What follows belongs to an exercise in optimizing a design on an open flow for small area, a short achievable clock period and few clock cycles per item; a production flow would make more cautious choices. At most, simulation tests tie the RTL to the original design; equivalence was not proved. Power is estimated from default activity; no workload was simulated.

==> flow/design.v <==
`default_nettype none
package tlvsp_pkg;
	localparam logic [2:0] PH_TAG1  = 3'd0;
	localparam logic [2:0] PH_TAG2  = 3'd1;
	localparam logic [2:0] PH_LEN1  = 3'd2;
	localparam logic [2:0] PH_LENX  = 3'd3;
	localparam logic [2:0] PH_VALUE = 3'd4;
	localparam logic [2:0] PH_ERR   = 3'd5;
	localparam logic [2:0] ST_OK      = 3'd0;
	localparam logic [2:0] ST_TRUNC   = 3'd1;
	localparam logic [2:0] ST_OVERRUN = 3'd2;
	localparam logic [2:0] ST_EMPTY   = 3'd3;
	localparam logic [2:0] ST_DEEP    = 3'd4;
	localparam logic [1:0] ROLE_TAG   = 2'd0;
	localparam logic [1:0] ROLE_LEN   = 2'd1;
	localparam logic [1:0] ROLE_VALUE = 2'd2;
	localparam logic [1:0] ROLE_IGN   = 2'd3;
	localparam logic [7:0]  LEN_ESC16   = 8'hFE;
	localparam logic [7:0]  LEN_ESC32   = 8'hFF;
	localparam logic [31:0] POS_SAT     = 32'hFFFF_FFFF;
	typedef struct packed {
		logic        push;
		logic        pop;
		logic        clear;
		logic [31:0] next_pos;
		logic [31:0] elem_end;
	} stk_ctl_t;
	typedef struct packed {
		logic top_eq;   
		logic end_gt;   
	} stk_stat_t;
	typedef struct packed {
		logic [1:0]  byte_role;
		logic        header_done;
		logic [15:0] tag;
		logic [31:0] value_length;
		logic        constructed;
		logic [3:0]  depth;
		logic [3:0]  levels_closed;
		logic [2:0]  status;
		logic        pdu_done;
	} result_t;
endpackage
`default_nettype wire
`default_nettype none
import tlvsp_pkg::*;
module tlv_stream_parser_top #(
	parameter int MAX_DEPTH = 8
) (
	input  wire         clk,
	input  wire         arst_n,
	input  wire         in_valid,
	output logic        in_stall,
	input  wire  [7:0]  data_byte,
	input  wire         pdu_last,
	output logic        out_valid,
	input  wire         out_stall,
	output logic [1:0]  byte_role,
	output logic        header_done,
	output logic [15:0] tag,
	output logic [31:0] value_length,
	output logic        constructed,
	output logic [3:0]  depth,
	output logic [3:0]  levels_closed,
	output logic [2:0]  status,
	output logic        pdu_done
);
	localparam int NE = MAX_DEPTH;   
	logic       v1_q, v2_q, adv;
	logic [7:0] b;
	logic       last;
	assign adv      = v1_q && (!v2_q || !out_stall);
	assign in_stall = v1_q && v2_q && out_stall;
	always_ff @(posedge clk or negedge arst_n) begin
		if (!arst_n) begin
			v1_q <= 1'b0;
			v2_q <= 1'b0;
		end else begin
			if (in_valid && !in_stall) v1_q <= 1'b1;
			else if (adv)              v1_q <= 1'b0;
			if (adv)                   v2_q <= 1'b1;
			else if (!out_stall)       v2_q <= 1'b0;
		end
	end
	always_ff @(posedge clk) begin
		if (!in_stall) begin
			b    <= data_byte;
			last <= pdu_last;
		end
	end
	logic        ph_tag1, ph_tag2, ph_len1, ph_lenx, ph_value, ph_err;
	logic [15:0] tag_q;
	logic [31:0] len_q;     
	logic [1:0]  cnt_q;     
	logic        vsat_q;
	logic [2:0]  err_q;     
	logic [3:0]  sp_q;      
	logic [31:0] room_q;
	logic [3:0]  tcnt_q;
	logic [3:0]  ne_q;
	logic [31:0] arr_d [NE];
	logic [2:0]  arr_c [NE];
	logic [1:0]  o_role;
	logic        o_hd;
	logic [3:0]  o_depth;
	logic [3:0]  o_lc;
	logic        o_last;
	logic        esc, complete, len0, cons, top_sat, top_eq;
	logic [31:0] lv, lv_m1, room_dec;
	logic        hi_gt, hi_eq, gt_raw, ge_raw, gt;
	logic [2:0]  err_new, err_fin;
	logic        push, push_new, closing, pop, trunc;
	logic [3:0]  close_cnt;
	logic [31:0] arr_top_d;
	logic [2:0]  arr_top_c;
	assign esc      = (b[7:1] == 7'h7F);
	assign complete = (ph_len1 && !esc) || (ph_lenx && cnt_q == 2'd0);
	assign lv       = {len_q[23:0], b};
	assign len0     = (len_q[23:0] == 24'd0) && (b == 8'd0);
	assign cons     = tag_q[15] ? tag_q[14] : tag_q[6];
	assign top_sat  = (ne_q == 4'd1);
	assign top_eq   = (room_q == 32'd0) && (tcnt_q != 4'd0);
	assign hi_gt  = len_q[23:0] > room_q[31:8];
	assign hi_eq  = len_q[23:0] == room_q[31:8];
	assign gt_raw = hi_gt || (hi_eq && b > room_q[7:0]);
	assign ge_raw = hi_gt || (hi_eq && b >= room_q[7:0]);
	assign gt     = gt_raw && !top_sat;
	assign room_dec = (room_q == 32'd0) ? 32'd0 : room_q - 32'd1;
	assign lv_m1    = (b != 8'd0) ? {len_q[23:0], b - 8'd1} : {len_q[23:0] - 24'd1, 8'hFF};
	always_comb begin
		err_new = ST_OK;
		if (complete) begin
			if (gt)                         err_new = ST_OVERRUN;
			else if (cons && len0)          err_new = ST_EMPTY;
			else if (cons && sp_q[3])       err_new = ST_DEEP;
		end else if (!ph_value && top_eq) begin
			err_new = ST_OVERRUN;
		end
	end
	assign push      = complete && !gt && cons && !len0 && !sp_q[3];
	assign push_new  = push && !ge_raw;
	assign closing   = (ph_value && (vsat_q ? room_q == 32'd0 : len_q == 32'd1)) ||
	                   (complete && !gt && !cons && len0);
	assign pop       = closing && top_eq;
	assign close_cnt = top_eq ? tcnt_q : 4'd0;
	assign trunc     = last && !(closing && sp_q == close_cnt);
	assign err_fin   = (err_new != ST_OK) ? err_new : (trunc ? ST_TRUNC : ST_OK);
	always_comb begin
		arr_top_d = arr_d[0];
		arr_top_c = arr_c[0];
		for (int i = 1; i < NE; i++) begin
			if (ne_q == 4'(i + 2)) begin
				arr_top_d = arr_d[i];
				arr_top_c = arr_c[i];
			end
		end
	end
	always_ff @(posedge clk or negedge arst_n) begin
		if (!arst_n) begin
			ph_tag1  <= 1'b1;
			ph_tag2  <= 1'b0;
			ph_len1  <= 1'b0;
			ph_lenx  <= 1'b0;
			ph_value <= 1'b0;
			ph_err   <= 1'b0;
			sp_q     <= 4'd0;
			room_q   <= 32'hFFFF_FFFE;
			tcnt_q   <= 4'd0;
			ne_q     <= 4'd1;
		end else if (adv) begin
			if (last) begin
				ph_tag1  <= 1'b1;
				ph_tag2  <= 1'b0;
				ph_len1  <= 1'b0;
				ph_lenx  <= 1'b0;
				ph_value <= 1'b0;
				ph_err   <= 1'b0;
				sp_q     <= 4'd0;
				room_q   <= 32'hFFFF_FFFE;
				tcnt_q   <= 4'd0;
				ne_q     <= 4'd1;
			end else if (ph_err) begin
				room_q <= room_dec;
			end else begin
				if (err_new != ST_OK) begin
					ph_tag1  <= 1'b0;
					ph_tag2  <= 1'b0;
					ph_len1  <= 1'b0;
					ph_lenx  <= 1'b0;
					ph_value <= 1'b0;
					ph_err   <= 1'b1;
				end else begin
					ph_tag1  <= push || closing;
					ph_tag2  <= ph_tag1 && b[7];
					ph_len1  <= (ph_tag1 && !b[7]) || ph_tag2;
					ph_lenx  <= (ph_len1 && esc) || (ph_lenx && !complete);
					ph_value <= (complete && !push && !closing) || (ph_value && !closing);
				end
				if (push) begin
					sp_q <= sp_q + 4'd1;
				end else if (closing) begin
					sp_q <= sp_q - close_cnt;
				end
				if (push_new) begin
					room_q <= lv_m1;
					tcnt_q <= 4'd1;
					ne_q   <= ne_q + 4'd1;
				end else if (pop && !top_sat) begin
					room_q <= arr_top_d;
					tcnt_q <= {1'b0, arr_top_c};
					ne_q   <= ne_q - 4'd1;
				end else begin
					room_q <= room_dec;
					if (push)     tcnt_q <= tcnt_q + 4'd1;
					else if (pop) tcnt_q <= 4'd0;
				end
			end
		end
	end
	always_ff @(posedge clk) begin
		if (adv) begin
			if (ph_tag1) begin
				tag_q <= b[7] ? {b, 8'd0} : {8'd0, b};
			end else if (ph_tag2) begin
				tag_q[7:0] <= b;
			end
			if (ph_value)
				len_q <= len_q - 32'd1;
			else if (ph_tag1 || ph_tag2 || (ph_len1 && esc))
				len_q <= 32'd0;
			else
				len_q <= lv;
			if (!ph_value) vsat_q <= gt_raw;
			cnt_q  <= ph_len1 ? (b[0] ? 2'd3 : 2'd1) : cnt_q - 2'd1;
			err_q  <= ph_err ? err_q : err_fin;
			o_role  <= ph_err ? ROLE_IGN : (ph_tag1 || ph_tag2) ? ROLE_TAG :
			           (ph_len1 || ph_lenx) ? ROLE_LEN : ROLE_VALUE;
			o_hd    <= !ph_err && complete;
			o_depth <= ph_err ? 4'd0 : sp_q;
			o_lc    <= (!ph_err && closing && err_fin == ST_OK) ? close_cnt + 4'd1 : 4'd0;
			o_last  <= last;
		end
		for (int i = 0; i < NE; i++) begin
			if (ne_q == 4'(i + 1)) begin
				arr_d[i] <= room_q + ~lv;
				arr_c[i] <= tcnt_q[2:0];
			end
		end
	end
	assign out_valid     = v2_q;
	assign byte_role     = o_role;
	assign header_done   = o_hd;
	assign tag           = o_hd ? tag_q : 16'd0;
	assign value_length  = o_hd ? len_q : 32'd0;
	assign constructed   = o_hd && cons;
	assign depth         = o_depth;
	assign levels_closed = o_lc;
	assign status        = err_q;
	assign pdu_done      = o_last;
endmodule
`default_nettype wire
Settings: LEC_CHECK=0, CAP_MARGIN=20, CORE_MARGIN=2, CORE_UTILIZATION=40, SETUP_SLACK_MARGIN=5, SLEW_MARGIN=20; clock period 8.5 ns.
standard.sh (not shown) runs the stock make flow with config.mk's settings and CLKGATE_MAP_FILE= SYNTH_SCRIPT=/design/flow/synth_recipe.tcl, a recipe that flattens the netlist after the stock synthesis.
==> flow/flow/run.sh <==
#!/bin/bash
# The standard layout (standard synthesis, floorplan, placement, CTS, routing), with one
# change: the port buffers that global placement adds are buf_2 cells rather than the
# clock-delay buffers buffer_ports picks on its own. Every port still gets its buffer.
# The make output goes to standard.log in this folder; ORFS keeps each step's log under orfs/logs.
set -euo pipefail
export BUFFER_PORTS_ARGS="-buffer_cell sky130_fd_sc_hd__buf_2"
bash standard.sh > standard.log 2>&1
The starting point completed with no timing, DRC or antenna violations.
Rerun with:
--- a/flow/design.v
+++ b/flow/design.v
@@ -67,16 +67,19 @@
 );
 	localparam int NE = MAX_DEPTH;   
-	logic       v1_q, v2_q, adv;
-	logic [7:0] b;
-	logic       last;
+	logic       v1_q, v2_q, sk_q, adv, load;
+	logic [7:0] b, sk_b;
+	logic       last, sk_last;
 	assign adv      = v1_q && (!v2_q || !out_stall);
-	assign in_stall = v1_q && v2_q && out_stall;
+	assign load     = adv || !v1_q;
+	assign in_stall = sk_q;
 	always_ff @(posedge clk or negedge arst_n) begin
 		if (!arst_n) begin
 			v1_q <= 1'b0;
 			v2_q <= 1'b0;
+			sk_q <= 1'b0;
 		end else begin
-			if (in_valid && !in_stall) v1_q <= 1'b1;
-			else if (adv)              v1_q <= 1'b0;
+			if (load)                  v1_q <= sk_q || in_valid;
+			if (load)                  sk_q <= 1'b0;
+			else if (in_valid && !sk_q) sk_q <= 1'b1;
 			if (adv)                   v2_q <= 1'b1;
 			else if (!out_stall)       v2_q <= 1'b0;
@@ -84,7 +87,11 @@
 	end
 	always_ff @(posedge clk) begin
-		if (!in_stall) begin
-			b    <= data_byte;
-			last <= pdu_last;
+		if (load) begin
+			b    <= sk_q ? sk_b : data_byte;
+			last <= sk_q ? sk_last : pdu_last;
+		end
+		if (!sk_q) begin
+			sk_b    <= data_byte;
+			sk_last <= pdu_last;
 		end
 	end
@@ -97,4 +104,6 @@
 	logic [3:0]  sp_q;      
 	logic [31:0] room_q;
+	logic        roomz_q;   
+	logic        lenone_q;  
 	logic [3:0]  tcnt_q;
 	logic [3:0]  ne_q;
@@ -108,4 +117,5 @@
 	logic        esc, complete, len0, cons, top_sat, top_eq;
 	logic [31:0] lv, lv_m1, room_dec;
+	logic        lv_one, room_le1;
 	logic        hi_gt, hi_eq, gt_raw, ge_raw, gt;
 	logic [2:0]  err_new, err_fin;
@@ -120,5 +130,5 @@
 	assign cons     = tag_q[15] ? tag_q[14] : tag_q[6];
 	assign top_sat  = (ne_q == 4'd1);
-	assign top_eq   = (room_q == 32'd0) && (tcnt_q != 4'd0);
+	assign top_eq   = roomz_q && (tcnt_q != 4'd0);
 	assign hi_gt  = len_q[23:0] > room_q[31:8];
 	assign hi_eq  = len_q[23:0] == room_q[31:8];
@@ -126,5 +136,7 @@
 	assign ge_raw = hi_gt || (hi_eq && b >= room_q[7:0]);
 	assign gt     = gt_raw && !top_sat;
-	assign room_dec = (room_q == 32'd0) ? 32'd0 : room_q - 32'd1;
+	assign room_dec = roomz_q ? 32'd0 : room_q - 32'd1;
+	assign lv_one   = (len_q[23:0] == 24'd0) && (b == 8'd1);
+	assign room_le1 = roomz_q || (room_q == 32'd1);
 	assign lv_m1    = (b != 8'd0) ? {len_q[23:0], b - 8'd1} : {len_q[23:0] - 24'd1, 8'hFF};
 	always_comb begin
@@ -140,5 +152,5 @@
 	assign push      = complete && !gt && cons && !len0 && !sp_q[3];
 	assign push_new  = push && !ge_raw;
-	assign closing   = (ph_value && (vsat_q ? room_q == 32'd0 : len_q == 32'd1)) ||
+	assign closing   = (ph_value && (vsat_q ? roomz_q : lenone_q)) ||
 	                   (complete && !gt && !cons && len0);
 	assign pop       = closing && top_eq;
@@ -166,4 +178,5 @@
 			sp_q     <= 4'd0;
 			room_q   <= 32'hFFFF_FFFE;
+			roomz_q  <= 1'b0;
 			tcnt_q   <= 4'd0;
 			ne_q     <= 4'd1;
@@ -178,8 +191,10 @@
 				sp_q     <= 4'd0;
 				room_q   <= 32'hFFFF_FFFE;
+				roomz_q  <= 1'b0;
 				tcnt_q   <= 4'd0;
 				ne_q     <= 4'd1;
 			end else if (ph_err) begin
-				room_q <= room_dec;
+				room_q  <= room_dec;
+				roomz_q <= room_le1;
 			end else begin
 				if (err_new != ST_OK) begin
@@ -203,13 +218,16 @@
 				end
 				if (push_new) begin
-					room_q <= lv_m1;
-					tcnt_q <= 4'd1;
+					room_q  <= lv_m1;
+					roomz_q <= lv_one;
+					tcnt_q  <= 4'd1;
 					ne_q   <= ne_q + 4'd1;
 				end else if (pop && !top_sat) begin
-					room_q <= arr_top_d;
-					tcnt_q <= {1'b0, arr_top_c};
+					room_q  <= arr_top_d;
+					roomz_q <= (arr_top_d == 32'd0);
+					tcnt_q  <= {1'b0, arr_top_c};
 					ne_q   <= ne_q - 4'd1;
 				end else begin
-					room_q <= room_dec;
+					room_q  <= room_dec;
+					roomz_q <= room_le1;
 					if (push)     tcnt_q <= tcnt_q + 4'd1;
 					else if (pop) tcnt_q <= 4'd0;
@@ -232,4 +250,5 @@
 				len_q <= lv;
 			if (!ph_value) vsat_q <= gt_raw;
+			lenone_q <= ph_value ? (len_q == 32'd2) : (!(ph_tag1 || ph_tag2 || (ph_len1 && esc)) && lv_one);
 			cnt_q  <= ph_len1 ? (b[0] ? 2'd3 : 2'd1) : cnt_q - 2'd1;
 			err_q  <= ph_err ? err_q : err_fin;
Result: Global-route usage goes up by 1.6 points. Register-to-register slack improved by 0.15 ns. Worst setup slack gets better by 0.23 ns. Total power went up by 19%. Cell count increases by 3.5%. Non-clock buffer count went down by 46. Via count came out higher by 5.4%. Clock skew came out higher by 0.010 ns. Clock power stays flat. Critical path depth goes up by 9. Maximum frequency rises by 6.5%. Design area is higher by 2.6%.
Testbench counts after the change, summed over its fixed seeds: cycles 34,023, items 34,007.
For the first run of this note, only the layout was checked, not whether the RTL still works.

-- re-timing with driven ports --
The results above use ideal ports. As a check the final layouts listed here were re-extracted and re-timed, cells and wires unchanged.
Step 1 (the two cells are an assumption about what drives the block):
set clk [get_ports {clk}]
set_driving_cell -lib_cell sky130_fd_sc_hd__clkbuf_16 $clk
set_driving_cell -lib_cell sky130_fd_sc_hd__buf_2 [delete_from_list [all_inputs] $clk]
Step 2, shift: input delay + t, output delay - t, t = (earliest + latest rising clock arrival at the registers) / 2. This alone moves slack from input paths to output paths.
Slacks: no drivers / after step 1 / after step 2; pairs: no drivers / after step 1.
run | t (ns) | setup WS [ns] | worst setup path after step 2 | pins driven straight from the clock port
the first run | 0.650 | 4.783 / 4.749 / 4.456 | input to register | 1
the second run | 0.639 | 5.010 / 5.010 / 4.619 | input to register | 1
After both steps setup and hold are still met in every run listed. For the second run, which loses most, drivers alone change the setup slack by 0.000 ns; drivers and shift together by -0.391 ns.
